Source: an optimization exercise on an open RTL-to-GDS flow (aim: small area, a short achievable clock period and few clock cycles). Production flows keep margins and buffers that such runs may drop.

## job 7396
## axi_xbar
module axi_xbar (
    input  logic        axi_clk,
    input  logic        reset,
    input  logic [11:0] m_ar_id,
    input  logic [95:0] m_ar_addr,
    input  logic [23:0] m_ar_len,
    input  logic [8:0]  m_ar_size,
    input  logic [5:0]  m_ar_burst,
    input  logic [2:0]  m_arvalid,
    output logic [2:0]  m_arready,
    output logic [11:0] m_r_id,
    output logic [95:0] m_r_data,
    output logic [5:0]  m_r_resp,
    output logic [2:0]  m_r_last,
    output logic [2:0]  m_rvalid,
    input  logic [2:0]  m_rready,
    output logic [17:0] s_ar_id,
    output logic [95:0] s_ar_addr,
    output logic [23:0] s_ar_len,
    output logic [8:0]  s_ar_size,
    output logic [5:0]  s_ar_burst,
    output logic [2:0]  s_arvalid,
    input  logic [2:0]  s_arready,
    input  logic [17:0] s_r_id,
    input  logic [95:0] s_r_data,
    input  logic [5:0]  s_r_resp,
    input  logic [2:0]  s_r_last,
    input  logic [2:0]  s_rvalid,
    output logic [2:0]  s_rready
);
==> module axi_xbar, before the edit <==
module axi_xbar (
    input  logic        axi_clk,
    input  logic        reset,
    input  logic [11:0] m_ar_id,
    input  logic [95:0] m_ar_addr,
    input  logic [23:0] m_ar_len,
    input  logic [8:0]  m_ar_size,
    input  logic [5:0]  m_ar_burst,
    input  logic [2:0]  m_arvalid,
    output logic [2:0]  m_arready,
    output logic [11:0] m_r_id,
    output logic [95:0] m_r_data,
    output logic [5:0]  m_r_resp,
    output logic [2:0]  m_r_last,
    output logic [2:0]  m_rvalid,
    input  logic [2:0]  m_rready,
    output logic [17:0] s_ar_id,
    output logic [95:0] s_ar_addr,
    output logic [23:0] s_ar_len,
    output logic [8:0]  s_ar_size,
    output logic [5:0]  s_ar_burst,
    output logic [2:0]  s_arvalid,
    input  logic [2:0]  s_arready,
    input  logic [17:0] s_r_id,
    input  logic [95:0] s_r_data,
    input  logic [5:0]  s_r_resp,
    input  logic [2:0]  s_r_last,
    input  logic [2:0]  s_rvalid,
    output logic [2:0]  s_rready
);
    logic [2:0][2:0] ar_gnt;     
    logic [2:0][2:0] r_gnt;      
    logic [2:0][2:0] ar_req;     
    logic [2:0][2:0] r_hit;      
    logic [2:0]      ar_hs, r_hs, r_done;
    always_comb begin
        for (int s = 0; s < 3; s++)
            for (int m = 0; m < 3; m++) begin
                ar_req[s][m] = m_arvalid[m] && (m_ar_addr[32*m + 28 +: 2] == 2'(s));
                r_hit[m][s]  = s_rvalid[s] && (s_r_id[6*s + 4 +: 2] == 2'(m));
            end
    end
    for (genvar s = 0; s < 3; s++) begin : g_slave
        assign s_arvalid[s] = |ar_gnt[s];
        assign ar_hs[s] = s_arvalid[s] && s_arready[s];
        rr_reg u_arb (
            .axi_clk (axi_clk),
            .reset   (reset),
            .req     (ar_req[s]),
            .done    (ar_hs[s]),
            .hold    (!s_arready[s]),
            .gnt_q   (ar_gnt[s])
        );
        always_comb begin
            s_ar_id[6*s +: 6]     = '0;
            s_ar_addr[32*s +: 32] = '0;
            s_ar_len[8*s +: 8]    = '0;
            s_ar_size[3*s +: 3]   = '0;
            s_ar_burst[2*s +: 2]  = '0;
            for (int m = 0; m < 3; m++) begin
                if (ar_gnt[s][m]) begin
                    s_ar_id[6*s +: 6]     = s_ar_id[6*s +: 6] | {2'(m), m_ar_id[4*m +: 4]};
                    s_ar_addr[32*s +: 32] = s_ar_addr[32*s +: 32] | m_ar_addr[32*m +: 32];
                    s_ar_len[8*s +: 8]    = s_ar_len[8*s +: 8] | m_ar_len[8*m +: 8];
                    s_ar_size[3*s +: 3]   = s_ar_size[3*s +: 3] | m_ar_size[3*m +: 3];
                    s_ar_burst[2*s +: 2]  = s_ar_burst[2*s +: 2] | m_ar_burst[2*m +: 2];
                end
            end
        end
    end
    for (genvar m = 0; m < 3; m++) begin : g_master
        assign m_rvalid[m] = |r_hit[m];
        assign r_hs[m]  = m_rvalid[m] && m_rready[m];
        rr_arb u_arb (
            .axi_clk (axi_clk),
            .reset   (reset),
            .req     (r_hit[m]),
            .ready   (m_rready[m]),
            .last    (m_r_last[m]),
            .gnt     (r_gnt[m])
        );
        always_comb begin
            m_r_id[4*m +: 4]     = '0;
            m_r_data[32*m +: 32] = '0;
            m_r_resp[2*m +: 2]   = '0;
            m_r_last[m]          = 1'b0;
            for (int s = 0; s < 3; s++) begin
                if (r_gnt[m][s]) begin
                    m_r_id[4*m +: 4]     = m_r_id[4*m +: 4] | s_r_id[6*s +: 4];
                    m_r_data[32*m +: 32] = m_r_data[32*m +: 32] | s_r_data[32*s +: 32];
                    m_r_resp[2*m +: 2]   = m_r_resp[2*m +: 2] | s_r_resp[2*s +: 2];
                    m_r_last[m]          = m_r_last[m] | s_r_last[s];
                end
            end
        end
    end
    always_comb begin
        for (int m = 0; m < 3; m++) begin
            m_arready[m] = 1'b0;
            for (int s = 0; s < 3; s++)
                m_arready[m] = m_arready[m] | (ar_gnt[s][m] && s_arready[s]);
        end
        for (int s = 0; s < 3; s++) begin
            s_rready[s] = 1'b0;
            for (int m = 0; m < 3; m++)
                s_rready[s] = s_rready[s] | (r_gnt[m][s] && m_rready[m]);
        end
    end
endmodule
==> module rr_arb, before the edit <==
module rr_arb (
    input  logic       axi_clk,
    input  logic       reset,
    input  logic [2:0] req,
    input  logic       ready,
    input  logic       last,
    output logic [2:0] gnt
);
    logic [2:0] pri_q;       
    always_comb begin
        case (1'b1)
            pri_q[0]: gnt = req[0] ? 3'b001 : req[1] ? 3'b010 : req[2] ? 3'b100 : 3'b000;
            pri_q[1]: gnt = req[1] ? 3'b010 : req[2] ? 3'b100 : req[0] ? 3'b001 : 3'b000;
            default:  gnt = req[2] ? 3'b100 : req[0] ? 3'b001 : req[1] ? 3'b010 : 3'b000;
        endcase
    end
    always_ff @(posedge axi_clk) begin
        if (reset)
            pri_q <= 3'b001;
        else if (gnt != '0)
            pri_q <= (ready && last) ? {gnt[1:0], gnt[2]} : gnt;
    end
endmodule
clock: 7.5 ns
lec_check: 0
cap_margin: 20
core_area: 3 3 197 197
die_area: 0 0 200 200
setup_slack_margin: 3.0
slew_margin: 20
standard.sh (not shown) runs the stock make flow with config.mk's settings and CLKGATE_MAP_FILE= SYNTH_SCRIPT=/design/flow/synth_recipe.tcl, a recipe that flattens the netlist after the stock synthesis.
==> flow/flow/run.sh <==
#!/bin/bash
cp standard.sh standard_sh_copy.log
export BUFFER_PORTS_ARGS="-buffer_cell sky130_fd_sc_hd__buf_1"
export PRE_IO_PLACEMENT_TCL=$PWD/flow/io.tcl
bash standard.sh > standard.log 2>&1
==> flow/flow/io.tcl <==
set_io_pin_constraint -region top:* -group -order -pin_names {m_ar_id[0] m_ar_id[4] m_ar_id[8] s_ar_id[0] s_ar_id[6] s_ar_id[12] m_ar_id[1] m_ar_id[5] m_ar_id[9] s_ar_id[1] s_ar_id[7] s_ar_id[13] m_ar_id[2] m_ar_id[6] m_ar_id[10] s_ar_id[2] s_ar_id[8] s_ar_id[14] m_ar_id[3] m_ar_id[7] m_ar_id[11] s_ar_id[3] s_ar_id[9] s_ar_id[15] m_ar_addr[0] m_ar_addr[32] m_ar_addr[64] s_ar_addr[0] s_ar_addr[32] s_ar_addr[64] m_ar_addr[1] m_ar_addr[33] m_ar_addr[65] s_ar_addr[1] s_ar_addr[33] s_ar_addr[65] m_ar_addr[2] m_ar_addr[34] m_ar_addr[66] s_ar_addr[2] s_ar_addr[34] s_ar_addr[66] m_ar_addr[3] m_ar_addr[35] m_ar_addr[67] s_ar_addr[3] s_ar_addr[35] s_ar_addr[67] m_ar_addr[4] m_ar_addr[36] m_ar_addr[68] s_ar_addr[4] s_ar_addr[36] s_ar_addr[68] m_ar_addr[5] m_ar_addr[37] m_ar_addr[69] s_ar_addr[5] s_ar_addr[37] s_ar_addr[69] m_ar_addr[6] m_ar_addr[38] m_ar_addr[70] s_ar_addr[6] s_ar_addr[38] s_ar_addr[70] m_ar_addr[7] m_ar_addr[39] m_ar_addr[71] s_ar_addr[7] s_ar_addr[39] s_ar_addr[71] m_ar_addr[8] m_ar_addr[40] m_ar_addr[72] s_ar_addr[8] s_ar_addr[40] s_ar_addr[72] m_ar_addr[9] m_ar_addr[41] m_ar_addr[73] s_ar_addr[9] s_ar_addr[41] s_ar_addr[73] m_ar_addr[10] m_ar_addr[42] m_ar_addr[74] s_ar_addr[10] s_ar_addr[42] s_ar_addr[74] m_ar_addr[11] m_ar_addr[43] m_ar_addr[75] s_ar_addr[11] s_ar_addr[43] s_ar_addr[75] m_ar_addr[12] m_ar_addr[44] m_ar_addr[76] s_ar_addr[12] s_ar_addr[44] s_ar_addr[76] m_ar_addr[13] m_ar_addr[45] m_ar_addr[77] s_ar_addr[13] s_ar_addr[45] s_ar_addr[77] m_ar_addr[14] m_ar_addr[46] m_ar_addr[78] s_ar_addr[14] s_ar_addr[46] s_ar_addr[78] m_ar_addr[15] m_ar_addr[47] m_ar_addr[79] s_ar_addr[15] s_ar_addr[47] s_ar_addr[79] m_ar_addr[16] m_ar_addr[48] m_ar_addr[80] s_ar_addr[16] s_ar_addr[48] s_ar_addr[80] m_ar_addr[17] m_ar_addr[49] m_ar_addr[81] s_ar_addr[17] s_ar_addr[49] s_ar_addr[81] m_ar_addr[18] m_ar_addr[50] m_ar_addr[82] s_ar_addr[18] s_ar_addr[50] s_ar_addr[82] m_ar_addr[19] m_ar_addr[51] m_ar_addr[83] s_ar_addr[19] s_ar_addr[51] s_ar_addr[83] m_ar_addr[20] m_ar_addr[52] m_ar_addr[84] s_ar_addr[20] s_ar_addr[52] s_ar_addr[84]}
set_io_pin_constraint -region right:* -group -order -pin_names {m_ar_addr[21] m_ar_addr[53] m_ar_addr[85] s_ar_addr[21] s_ar_addr[53] s_ar_addr[85] m_ar_addr[22] m_ar_addr[54] m_ar_addr[86] s_ar_addr[22] s_ar_addr[54] s_ar_addr[86] m_ar_addr[23] m_ar_addr[55] m_ar_addr[87] s_ar_addr[23] s_ar_addr[55] s_ar_addr[87] m_ar_addr[24] m_ar_addr[56] m_ar_addr[88] s_ar_addr[24] s_ar_addr[56] s_ar_addr[88] m_ar_addr[25] m_ar_addr[57] m_ar_addr[89] s_ar_addr[25] s_ar_addr[57] s_ar_addr[89] m_ar_addr[26] m_ar_addr[58] m_ar_addr[90] s_ar_addr[26] s_ar_addr[58] s_ar_addr[90] m_ar_addr[27] m_ar_addr[59] m_ar_addr[91] s_ar_addr[27] s_ar_addr[59] s_ar_addr[91] m_ar_addr[28] m_ar_addr[60] m_ar_addr[92] s_ar_addr[28] s_ar_addr[60] s_ar_addr[92] m_ar_addr[29] m_ar_addr[61] m_ar_addr[93] s_ar_addr[29] s_ar_addr[61] s_ar_addr[93] m_ar_addr[30] m_ar_addr[62] m_ar_addr[94] s_ar_addr[30] s_ar_addr[62] s_ar_addr[94] m_ar_addr[31] m_ar_addr[63] m_ar_addr[95] s_ar_addr[31] s_ar_addr[63] s_ar_addr[95] m_ar_len[0] m_ar_len[8] m_ar_len[16] s_ar_len[0] s_ar_len[8] s_ar_len[16] m_ar_len[1] m_ar_len[9] m_ar_len[17] s_ar_len[1] s_ar_len[9] s_ar_len[17] m_ar_len[2] m_ar_len[10] m_ar_len[18] s_ar_len[2] s_ar_len[10] s_ar_len[18] m_ar_len[3] m_ar_len[11] m_ar_len[19] s_ar_len[3] s_ar_len[11] s_ar_len[19] m_ar_len[4] m_ar_len[12] m_ar_len[20] s_ar_len[4] s_ar_len[12] s_ar_len[20] m_ar_len[5] m_ar_len[13] m_ar_len[21] s_ar_len[5] s_ar_len[13] s_ar_len[21] m_ar_len[6] m_ar_len[14] m_ar_len[22] s_ar_len[6] s_ar_len[14] s_ar_len[22] m_ar_len[7] m_ar_len[15] m_ar_len[23] s_ar_len[7] s_ar_len[15] s_ar_len[23] m_ar_size[0] m_ar_size[3] m_ar_size[6] s_ar_size[0] s_ar_size[3] s_ar_size[6] m_ar_size[1] m_ar_size[4] m_ar_size[7] s_ar_size[1] s_ar_size[4] s_ar_size[7] m_ar_size[2] m_ar_size[5] m_ar_size[8] s_ar_size[2] s_ar_size[5] s_ar_size[8] m_ar_burst[0] m_ar_burst[2] m_ar_burst[4] s_ar_burst[0] s_ar_burst[2] s_ar_burst[4] m_ar_burst[1] m_ar_burst[3] m_ar_burst[5] s_ar_burst[1] s_ar_burst[3] s_ar_burst[5] s_ar_id[4] s_ar_id[5] s_ar_id[10] s_ar_id[11] s_ar_id[16] s_ar_id[17]}
set_io_pin_constraint -region bottom:* -group -order -pin_names {s_r_id[0] s_r_id[6] s_r_id[12] m_r_id[0] m_r_id[4] m_r_id[8] s_r_id[1] s_r_id[7] s_r_id[13] m_r_id[1] m_r_id[5] m_r_id[9] s_r_id[2] s_r_id[8] s_r_id[14] m_r_id[2] m_r_id[6] m_r_id[10] s_r_id[3] s_r_id[9] s_r_id[15] m_r_id[3] m_r_id[7] m_r_id[11] s_r_data[0] s_r_data[32] s_r_data[64] m_r_data[0] m_r_data[32] m_r_data[64] s_r_data[1] s_r_data[33] s_r_data[65] m_r_data[1] m_r_data[33] m_r_data[65] s_r_data[2] s_r_data[34] s_r_data[66] m_r_data[2] m_r_data[34] m_r_data[66] s_r_data[3] s_r_data[35] s_r_data[67] m_r_data[3] m_r_data[35] m_r_data[67] s_r_data[4] s_r_data[36] s_r_data[68] m_r_data[4] m_r_data[36] m_r_data[68] s_r_data[5] s_r_data[37] s_r_data[69] m_r_data[5] m_r_data[37] m_r_data[69] s_r_data[6] s_r_data[38] s_r_data[70] m_r_data[6] m_r_data[38] m_r_data[70] s_r_data[7] s_r_data[39] s_r_data[71] m_r_data[7] m_r_data[39] m_r_data[71] s_r_data[8] s_r_data[40] s_r_data[72] m_r_data[8] m_r_data[40] m_r_data[72] s_r_data[9] s_r_data[41] s_r_data[73] m_r_data[9] m_r_data[41] m_r_data[73] s_r_data[10] s_r_data[42] s_r_data[74] m_r_data[10] m_r_data[42] m_r_data[74] s_r_data[11] s_r_data[43] s_r_data[75] m_r_data[11] m_r_data[43] m_r_data[75] s_r_data[12] s_r_data[44] s_r_data[76] m_r_data[12] m_r_data[44] m_r_data[76] s_r_data[13] s_r_data[45] s_r_data[77] m_r_data[13] m_r_data[45] m_r_data[77] s_r_data[14] s_r_data[46] s_r_data[78] m_r_data[14] m_r_data[46] m_r_data[78]}
set_io_pin_constraint -region left:* -group -order -pin_names {s_r_data[15] s_r_data[47] s_r_data[79] m_r_data[15] m_r_data[47] m_r_data[79] s_r_data[16] s_r_data[48] s_r_data[80] m_r_data[16] m_r_data[48] m_r_data[80] s_r_data[17] s_r_data[49] s_r_data[81] m_r_data[17] m_r_data[49] m_r_data[81] s_r_data[18] s_r_data[50] s_r_data[82] m_r_data[18] m_r_data[50] m_r_data[82] s_r_data[19] s_r_data[51] s_r_data[83] m_r_data[19] m_r_data[51] m_r_data[83] s_r_data[20] s_r_data[52] s_r_data[84] m_r_data[20] m_r_data[52] m_r_data[84] s_r_data[21] s_r_data[53] s_r_data[85] m_r_data[21] m_r_data[53] m_r_data[85] s_r_data[22] s_r_data[54] s_r_data[86] m_r_data[22] m_r_data[54] m_r_data[86] s_r_data[23] s_r_data[55] s_r_data[87] m_r_data[23] m_r_data[55] m_r_data[87] s_r_data[24] s_r_data[56] s_r_data[88] m_r_data[24] m_r_data[56] m_r_data[88] s_r_data[25] s_r_data[57] s_r_data[89] m_r_data[25] m_r_data[57] m_r_data[89] s_r_data[26] s_r_data[58] s_r_data[90] m_r_data[26] m_r_data[58] m_r_data[90] s_r_data[27] s_r_data[59] s_r_data[91] m_r_data[27] m_r_data[59] m_r_data[91] s_r_data[28] s_r_data[60] s_r_data[92] m_r_data[28] m_r_data[60] m_r_data[92] s_r_data[29] s_r_data[61] s_r_data[93] m_r_data[29] m_r_data[61] m_r_data[93] s_r_data[30] s_r_data[62] s_r_data[94] m_r_data[30] m_r_data[62] m_r_data[94] s_r_data[31] s_r_data[63] s_r_data[95] m_r_data[31] m_r_data[63] m_r_data[95] s_r_resp[0] s_r_resp[2] s_r_resp[4] m_r_resp[0] m_r_resp[2] m_r_resp[4] s_r_resp[1] s_r_resp[3] s_r_resp[5] m_r_resp[1] m_r_resp[3] m_r_resp[5] s_r_last[0] s_r_last[1] s_r_last[2] m_r_last[0] m_r_last[1] m_r_last[2] s_r_id[4] s_r_id[5] s_r_id[10] s_r_id[11] s_r_id[16] s_r_id[17] m_arvalid[0] m_arvalid[1] m_arvalid[2] m_arready[0] m_arready[1] m_arready[2] s_arvalid[0] s_arvalid[1] s_arvalid[2] s_arready[0] s_arready[1] s_arready[2] m_rvalid[0] m_rvalid[1] m_rvalid[2] m_rready[0] m_rready[1] m_rready[2] s_rvalid[0] s_rvalid[1] s_rvalid[2] s_rready[0] s_rready[1] s_rready[2] reset axi_clk}
Job 7396: aborted in I/O pin placement (tool error)
Inputs modified between job 7396 and job 3011:
--- a/flow/design.v
+++ b/flow/design.v
@@ -71,13 +71,13 @@
     end
     for (genvar m = 0; m < 3; m++) begin : g_master
-        assign m_rvalid[m] = |r_hit[m];
+        assign m_rvalid[m] = |(r_gnt[m] & s_rvalid);
         assign r_hs[m]  = m_rvalid[m] && m_rready[m];
-        rr_arb u_arb (
+        rr_reg u_arb (
             .axi_clk (axi_clk),
             .reset   (reset),
             .req     (r_hit[m]),
-            .ready   (m_rready[m]),
-            .last    (m_r_last[m]),
-            .gnt     (r_gnt[m])
+            .done    (r_hs[m] && m_r_last[m]),
+            .hold    (1'b0),
+            .gnt_q   (r_gnt[m])
         );
         always_comb begin
@@ -137,25 +137,2 @@
     end
 endmodule
-module rr_arb (
-    input  logic       axi_clk,
-    input  logic       reset,
-    input  logic [2:0] req,
-    input  logic       ready,
-    input  logic       last,
-    output logic [2:0] gnt
-);
-    logic [2:0] pri_q;       
-    always_comb begin
-        case (1'b1)
-            pri_q[0]: gnt = req[0] ? 3'b001 : req[1] ? 3'b010 : req[2] ? 3'b100 : 3'b000;
-            pri_q[1]: gnt = req[1] ? 3'b010 : req[2] ? 3'b100 : req[0] ? 3'b001 : 3'b000;
-            default:  gnt = req[2] ? 3'b100 : req[0] ? 3'b001 : req[1] ? 3'b010 : 3'b000;
-        endcase
-    end
-    always_ff @(posedge axi_clk) begin
-        if (reset)
-            pri_q <= 3'b001;
-        else if (gnt != '0)
-            pri_q <= (ready && last) ? {gnt[1:0], gnt[2]} : gnt;
-    end
-endmodule
Notes after the runs:
- Stage in which a tool error killed job 3011: I/O pin placement.
- Compared with job 7396, in job 3011 synthesized area per cell went down by 1.6%, synthesized net count increased by 45 relative to the old numbers.
- In the reports for job 3011 and job 7396, the larger post-synthesis compound-gate area fraction belongs to job 7396.
- Against job 7396 as the reference, job 3011 delivers a higher fraction of the yosys area taken by sequential cells.
- Between job 7396 and job 3011, initial cell density of the core increased.
- Comparing job 3011 and job 7396, the lower summed instance area of the synthesized netlist is on job 7396.
No functional check of the RTL was part of any run of this note.
